Source: an optimization exercise on an open RTL-to-GDS flow (aim: small area, a short achievable clock period and few clock cycles per item). Production flows keep margins and buffers that such runs may drop.
Function was checked by simulation only, so behaviour that the tests miss may differ from the original.
Power figures rest on the tool's default switching activity, not on a simulated workload.

== exp/raven ==
Design anchored_undo_stack_top, start of the top module:
module anchored_undo_stack_top (
  input  logic                      clk,
  input  logic                      rst,
  input  logic                      start,
  output logic                      busy,
  input  logic [2:0]                operation,
  input  logic [6:0]                in_col,
  input  logic [6:0]                in_row,
  input  logic signed [7:0]         in_value,
  input  logic signed [7:0]         in_mark,
  output logic                      done,
  output logic [1:0]                status,
  output logic [6:0]                out_col,
  output logic [6:0]                out_row,
  output logic signed [7:0]         out_value,
  output logic signed [7:0]         out_mark,
  output logic                      anchor_present,
  output logic                      is_empty,
  output logic [aus_pkg::CNT_W-1:0] fill_count
);
Size: ~2,200 flip-flops, about 79 I/O pins.
Settings: LEC_CHECK=0, CAP_MARGIN=20, CORE_MARGIN=2, CORE_UTILIZATION=45, CTS_CLUSTER_DIAMETER=90, CTS_CLUSTER_SIZE=25, SETUP_SLACK_MARGIN=4.6, SLEW_MARGIN=20, SYNTH_HIERARCHICAL=1; clock period 7.0 ns.
run.sh (not shown) runs the stock make flow with config.mk's settings and CLKGATE_MAP_FILE= SYNTH_SCRIPT=/design/flow/synth_recipe.tcl, a recipe that flattens the netlist after the stock synthesis.
Testbench counts of exp/raven, summed over its fixed seeds: cycles 24,024, items 24,000.
The following lists how exp/umber was set up differently from exp/raven:
- changing SETUP_SLACK_MARGIN from 4.6 to 4.3
==> comparison <==
- Against exp/raven, exp/umber comes in 2.1 points lower on post-synthesis to final-layout area growth.
- exp/umber vs exp/raven — via count dropped 1.4%.
- Total wire length after detailed routing: exp/umber vs exp/raven down 2.8%
- For exp/umber, the capturing instance or port of the critical path was u_ctrl.c_raw_a[19]$_DFF_P_, unlike exp/raven, where it was out_col[4].
- Sequential share of layout area was lower in exp/raven than in exp/umber.
- Final design instance area without fill (exp/umber vs. exp/raven) decreases slightly
Setup changes, exp/umber to exp/fjord
- SETUP_SLACK_MARGIN now 4.45, was 4.3
--- outcome ---
Sequential cell fraction of total power: exp/umber vs exp/fjord — no meaningful difference. Compared with exp/umber, in exp/fjord worst setup slack went up, total power neither gained nor lost much.


## run A
The RTL this note starts from:
==> flow/design.v <==
package aus_pkg;
  localparam int DEPTH = 64;
  localparam int PTR_W = $clog2(DEPTH);
  localparam int CNT_W = $clog2(DEPTH + 1);
  typedef logic [PTR_W-1:0] ptr_t;
  typedef logic [CNT_W-1:0] cnt_t;
  typedef struct packed {
    logic [6:0]        col;
    logic [6:0]        row;
    logic signed [7:0] value;
    logic signed [7:0] mark;
  } entry_t;
  localparam int ENTRY_W = 7 + 7 + 8 + 8;   
  localparam logic signed [7:0] MARK_ANCHOR = 8'sd1;
  localparam logic signed [7:0] MARK_NONE   = -8'sd1;
  localparam logic signed [7:0] MARK_CLEAR  = 8'sd0;
  typedef enum logic [2:0] {
    OP_PUSH   = 3'd0,
    OP_POP    = 3'd1,
    OP_PEEK   = 3'd2,
    OP_ANCHOR = 3'd3,
    OP_APPEND = 3'd4
  } op_t;
  typedef enum logic [1:0] {
    ST_OK    = 2'd0,
    ST_EMPTY = 2'd1,
    ST_FULL  = 2'd2
  } status_t;
  typedef enum logic {
    S_IDLE,
    S_EXEC
  } fsm_t;
endpackage
module aus_ram #(
  parameter int DEPTH  = 64,
  parameter int BODY_W = 22,
  parameter int MARK_W = 8
) (
  input  logic                      clk,
  input  logic                      rst,
  input  logic [DEPTH-1:0]          we_body,
  input  logic [DEPTH-1:0]          we_mark,
  input  logic [BODY_W-1:0]         wbody_enc,
  input  logic [MARK_W-1:0]         wmark_enc,
  input  logic [DEPTH-1:0]          rsel,
  output logic [BODY_W+MARK_W-1:0]  rraw,
  output logic                      phase
);
  logic [BODY_W-1:0]         body [DEPTH];
  logic [MARK_W-1:0]         mark [DEPTH];
  always_ff @(posedge clk) begin
    if (rst) phase <= 1'b0;
    else     phase <= !phase;
  end
  for (genvar r = 0; r < DEPTH; r++) begin : g_row
    for (genvar b = 0; b < BODY_W; b++) begin : g_body
      aus_bit u_bit (
        .clk   (clk),
        .write (we_body[r]),
        .hold  (!we_body[r]),
        .wenc  (wbody_enc[b]),
        .q     (body[r][b])
      );
    end
    for (genvar b = 0; b < MARK_W; b++) begin : g_mark
      aus_bit u_bit (
        .clk   (clk),
        .write (we_mark[r]),
        .hold  (!we_mark[r]),
        .wenc  (wmark_enc[b]),
        .q     (mark[r][b])
      );
    end
  end
  always_comb begin
    rraw = '0;
    for (int r = 0; r < DEPTH; r++) begin
      rraw = rraw | ({(BODY_W + MARK_W){rsel[r]}} & {body[r], mark[r]});
    end
  end
endmodule
module aus_bit (
  input  logic clk,
  input  logic write,
  input  logic hold,
  input  logic wenc,
  output logic q
);
  always_ff @(posedge clk) begin
    q <= ~((q | write) & (wenc | hold));
  end
endmodule
module aus_ctrl (
  input  logic                      clk,
  input  logic                      rst,
  input  logic                      start,
  output logic                      busy,
  input  logic [2:0]                operation,
  input  logic [6:0]                in_col,
  input  logic [6:0]                in_row,
  input  logic signed [7:0]         in_value,
  input  logic signed [7:0]         in_mark,
  output logic [aus_pkg::DEPTH-1:0] we_body,
  output logic [aus_pkg::DEPTH-1:0] we_mark,
  output logic [21:0]               wbody_enc,
  output logic [7:0]                wmark_enc,
  output logic [aus_pkg::DEPTH-1:0] rsel,
  input  logic [29:0]               rraw,
  input  logic                      phase,
  output logic                      done,
  output logic [1:0]                status,
  output logic [6:0]                out_col,
  output logic [6:0]                out_row,
  output logic signed [7:0]         out_value,
  output logic signed [7:0]         out_mark,
  output logic                      anchor_present,
  output logic                      is_empty,
  output logic [aus_pkg::CNT_W-1:0] fill_count
);
  logic              take;
  logic              a_valid;
  logic              a_push, a_pop, a_peek, a_anchor, a_append;
  logic              a_mark_anchor;    
  logic [7:0]        wmark;
  assign busy = 1'b0;
  assign take = start && !rst;
  assign wmark = (operation == aus_pkg::OP_APPEND) ? in_mark
               : {7'd0, operation == aus_pkg::OP_ANCHOR};
  always_ff @(posedge clk) begin
    a_valid       <= take;
    a_push        <= take && operation == aus_pkg::OP_PUSH;
    a_pop         <= take && operation == aus_pkg::OP_POP;
    a_peek        <= take && operation == aus_pkg::OP_PEEK;
    a_anchor      <= take && operation == aus_pkg::OP_ANCHOR;
    a_append      <= take && operation == aus_pkg::OP_APPEND;
    a_mark_anchor <= in_mark == aus_pkg::MARK_ANCHOR;
    wbody_enc     <= {in_col, in_row, in_value} ^ {22{!phase}};
    wmark_enc     <= wmark ^ {8{!phase}};
  end
  logic [aus_pkg::DEPTH-1:0] t_oh;      
  logic [7:0]    b_hi, b_lo;            
  aus_pkg::cnt_t count;
  logic          empty;                 
  logic          full;                  
  logic do_push, do_pop, do_peek, do_anchor, do_append, do_mark;
  aus_pkg::cnt_t count_next;
  logic [aus_pkg::DEPTH-1:0] at_b;
  assign do_push   = a_push   && !full;
  assign do_append = a_append && !full;
  assign do_pop    = a_pop    && !empty;
  assign do_peek   = a_peek   && !empty;
  assign do_anchor = a_anchor && !empty;
  assign do_mark   = (a_peek || a_anchor) && !empty;
  for (genvar r = 0; r < aus_pkg::DEPTH; r++) begin : g_we
    assign at_b[r] = b_hi[r / 8] && b_lo[r % 8];
    assign we_body[r] = (do_push && t_oh[(r + aus_pkg::DEPTH - 1) % aus_pkg::DEPTH])
                     || (do_append && at_b[r]);
    assign we_mark[r] = we_body[r] || (do_mark && t_oh[r]);
  end
  assign rsel = t_oh;
  always_comb begin
    count_next = count;
    if (do_push || do_append) count_next = count + 1'b1;
    else if (do_pop)          count_next = count - 1'b1;
  end
  always_ff @(posedge clk) begin
    if (rst) begin
      t_oh    <= {1'b1, {(aus_pkg::DEPTH - 1){1'b0}}};    
      b_hi    <= 8'h80;                                   
      b_lo    <= 8'h80;
      count   <= '0;
      empty   <= 1'b1;
      full    <= 1'b0;
    end else begin
      if (do_push)     t_oh <= {t_oh[aus_pkg::DEPTH-2:0], t_oh[aus_pkg::DEPTH-1]};
      else if (do_pop) t_oh <= {t_oh[0], t_oh[aus_pkg::DEPTH-1:1]};
      if (do_append) begin
        b_lo <= {b_lo[0], b_lo[7:1]};
        if (b_lo[0]) b_hi <= {b_hi[0], b_hi[7:1]};
      end
      count   <= count_next;
      empty   <= (count_next == '0);
      full    <= (count_next == aus_pkg::CNT_W'(aus_pkg::DEPTH));
    end
  end
  logic          c_valid;
  logic          c_pop, c_peek, c_anchor, c_add_anchor;
  logic          c_empty_err, c_full_err;
  logic [29:0]   c_raw;
  aus_pkg::entry_t c_rec;
  aus_pkg::cnt_t anchors, anchors_next;
  logic          rd_anchor, inc, dec;
  always_ff @(posedge clk) begin
    c_valid      <= a_valid && !rst;
    c_pop        <= do_pop && !rst;
    c_peek       <= do_peek && !rst;
    c_anchor     <= do_anchor && !rst;
    c_add_anchor <= do_append && a_mark_anchor && !rst;
    c_empty_err  <= (a_pop || a_peek || a_anchor) && empty;
    c_full_err   <= (a_push || a_append) && full;
    c_raw        <= rraw;
  end
  assign c_rec = c_raw ^ {30{!phase}};
  assign rd_anchor = (c_rec.mark == aus_pkg::MARK_ANCHOR);
  assign inc = (c_anchor && !rd_anchor) || c_add_anchor;
  assign dec = (c_pop || c_peek) && rd_anchor;
  always_comb begin
    anchors_next = anchors;
    if (inc)      anchors_next = anchors + 1'b1;
    else if (dec) anchors_next = anchors - 1'b1;
  end
  always_ff @(posedge clk) begin
    if (rst) begin
      anchors <= '0;
      done    <= 1'b0;
    end else begin
      anchors <= anchors_next;
      done    <= c_valid;
    end
  end
  always_ff @(posedge clk) begin
    status         <= c_empty_err ? aus_pkg::ST_EMPTY
                    : c_full_err  ? aus_pkg::ST_FULL
                    : aus_pkg::ST_OK;
    out_col        <= c_pop ? c_rec.col   : '0;
    out_row        <= c_pop ? c_rec.row   : '0;
    out_value      <= c_pop ? c_rec.value : '0;
    out_mark       <= (c_pop || c_peek) ? c_rec.mark
                    : c_empty_err ? aus_pkg::MARK_NONE
                    : aus_pkg::MARK_CLEAR;
    anchor_present <= inc || (dec ? (anchors != aus_pkg::CNT_W'(1)) : (anchors != '0));
    is_empty       <= empty;
    fill_count     <= count;
  end
endmodule
module anchored_undo_stack_top (
  input  logic                      clk,
  input  logic                      rst,
  input  logic                      start,
  output logic                      busy,
  input  logic [2:0]                operation,
  input  logic [6:0]                in_col,
  input  logic [6:0]                in_row,
  input  logic signed [7:0]         in_value,
  input  logic signed [7:0]         in_mark,
  output logic                      done,
  output logic [1:0]                status,
  output logic [6:0]                out_col,
  output logic [6:0]                out_row,
  output logic signed [7:0]         out_value,
  output logic signed [7:0]         out_mark,
  output logic                      anchor_present,
  output logic                      is_empty,
  output logic [aus_pkg::CNT_W-1:0] fill_count
);
  logic [aus_pkg::DEPTH-1:0] we_body;
  logic [aus_pkg::DEPTH-1:0] we_mark;
  logic [21:0]               wbody_enc;
  logic [7:0]                wmark_enc;
  logic [aus_pkg::DEPTH-1:0] rsel;
  logic [29:0]               rraw;
  logic                      phase;
  aus_ram #(
    .DEPTH  (aus_pkg::DEPTH),
    .BODY_W (22),
    .MARK_W (8)
  ) u_ram (
    .clk     (clk),
    .rst     (rst),
    .we_body (we_body),
    .we_mark (we_mark),
    .wbody_enc (wbody_enc),
    .wmark_enc (wmark_enc),
    .rsel    (rsel),
    .rraw    (rraw),
    .phase   (phase)
  );
  aus_ctrl u_ctrl (
    .clk            (clk),
    .rst            (rst),
    .start          (start),
    .busy           (busy),
    .operation      (operation),
    .in_col         (in_col),
    .in_row         (in_row),
    .in_value       (in_value),
    .in_mark        (in_mark),
    .we_body        (we_body),
    .we_mark        (we_mark),
    .wbody_enc      (wbody_enc),
    .wmark_enc      (wmark_enc),
    .rsel           (rsel),
    .rraw           (rraw),
    .phase          (phase),
    .done           (done),
    .status         (status),
    .out_col        (out_col),
    .out_row        (out_row),
    .out_value      (out_value),
    .out_mark       (out_mark),
    .anchor_present (anchor_present),
    .is_empty       (is_empty),
    .fill_count     (fill_count)
  );
endmodule
clock: 7.0 ns
lec_check: 0
cap_margin: 20
core_margin: 2
core_utilization: 45
cts_cluster_diameter: 100
cts_cluster_size: 30
setup_slack_margin: 4.3
slew_margin: 20
synth_hierarchical: 1
Testbench counts of run A, summed over its fixed seeds: cycles 24,024, items 24,000.
### run A -> run B
Settings: a change of CTS_CLUSTER_SIZE from 30 to 20; a change of CTS_CLUSTER_DIAMETER from 100 to 80.
## What came out
On final area, the lower figure sits with run A, not run B. [diff] overall power consumption, run B relative to run A: regression. Per the comparison of run B with run A, number of clock-tree buffers in the layout grew by 38; routed length per placed instance stayed essentially flat; total routed wire length on the met1 layer went down; number of CTS-inserted buffers went up 37. Diff run A -> run B | minimum period implied by the final worst setup slack | increase of 0.029 ns.

## port drivers added, routing unchanged
Ports are ideal in the flow. The routed layouts listed here were re-timed in OpenROAD.
Step 1 sets driving cells, clkbuf_16 on the clock port and buf_2 on the other inputs (assumed; they add their load-dependent delay and slew).
Step 2 moves the port delays by t, midway between the first and last clock arrival at a register: inputs arrive t later, outputs are due t later. That takes back most of the time a late clock gives input paths.
a / b / c = ideal ports / drivers / drivers and shift; a / b = the first two.
run	shift t [ns]	slack for setup (ns)	latest minus earliest clock arrival (ns)	slew at the worst register clock pin (ns)	cell pins on the clock port's net
exp/raven	0.842	4.319 / 4.238 / 3.966	0.042 / 0.042	0.11 / 0.11	1
exp/umber	0.841	4.123 / 4.123 / 3.795	0.043 / 0.043	0.10 / 0.10	1
exp/fjord	0.839	4.314 / 4.236 / 3.784	0.047 / 0.046	0.11 / 0.11	1
run A	0.844	4.185 / 4.185 / 3.825	0.054 / 0.054	0.12 / 0.12	1
run B	0.858	4.156 / 4.156 / 3.839	0.052 / 0.052	0.09 / 0.09	1
After both steps setup and hold are still met in every run listed. The setup slack of exp/fjord, which loses most, moves by -0.078 ns with the drivers and by -0.530 ns with both steps.
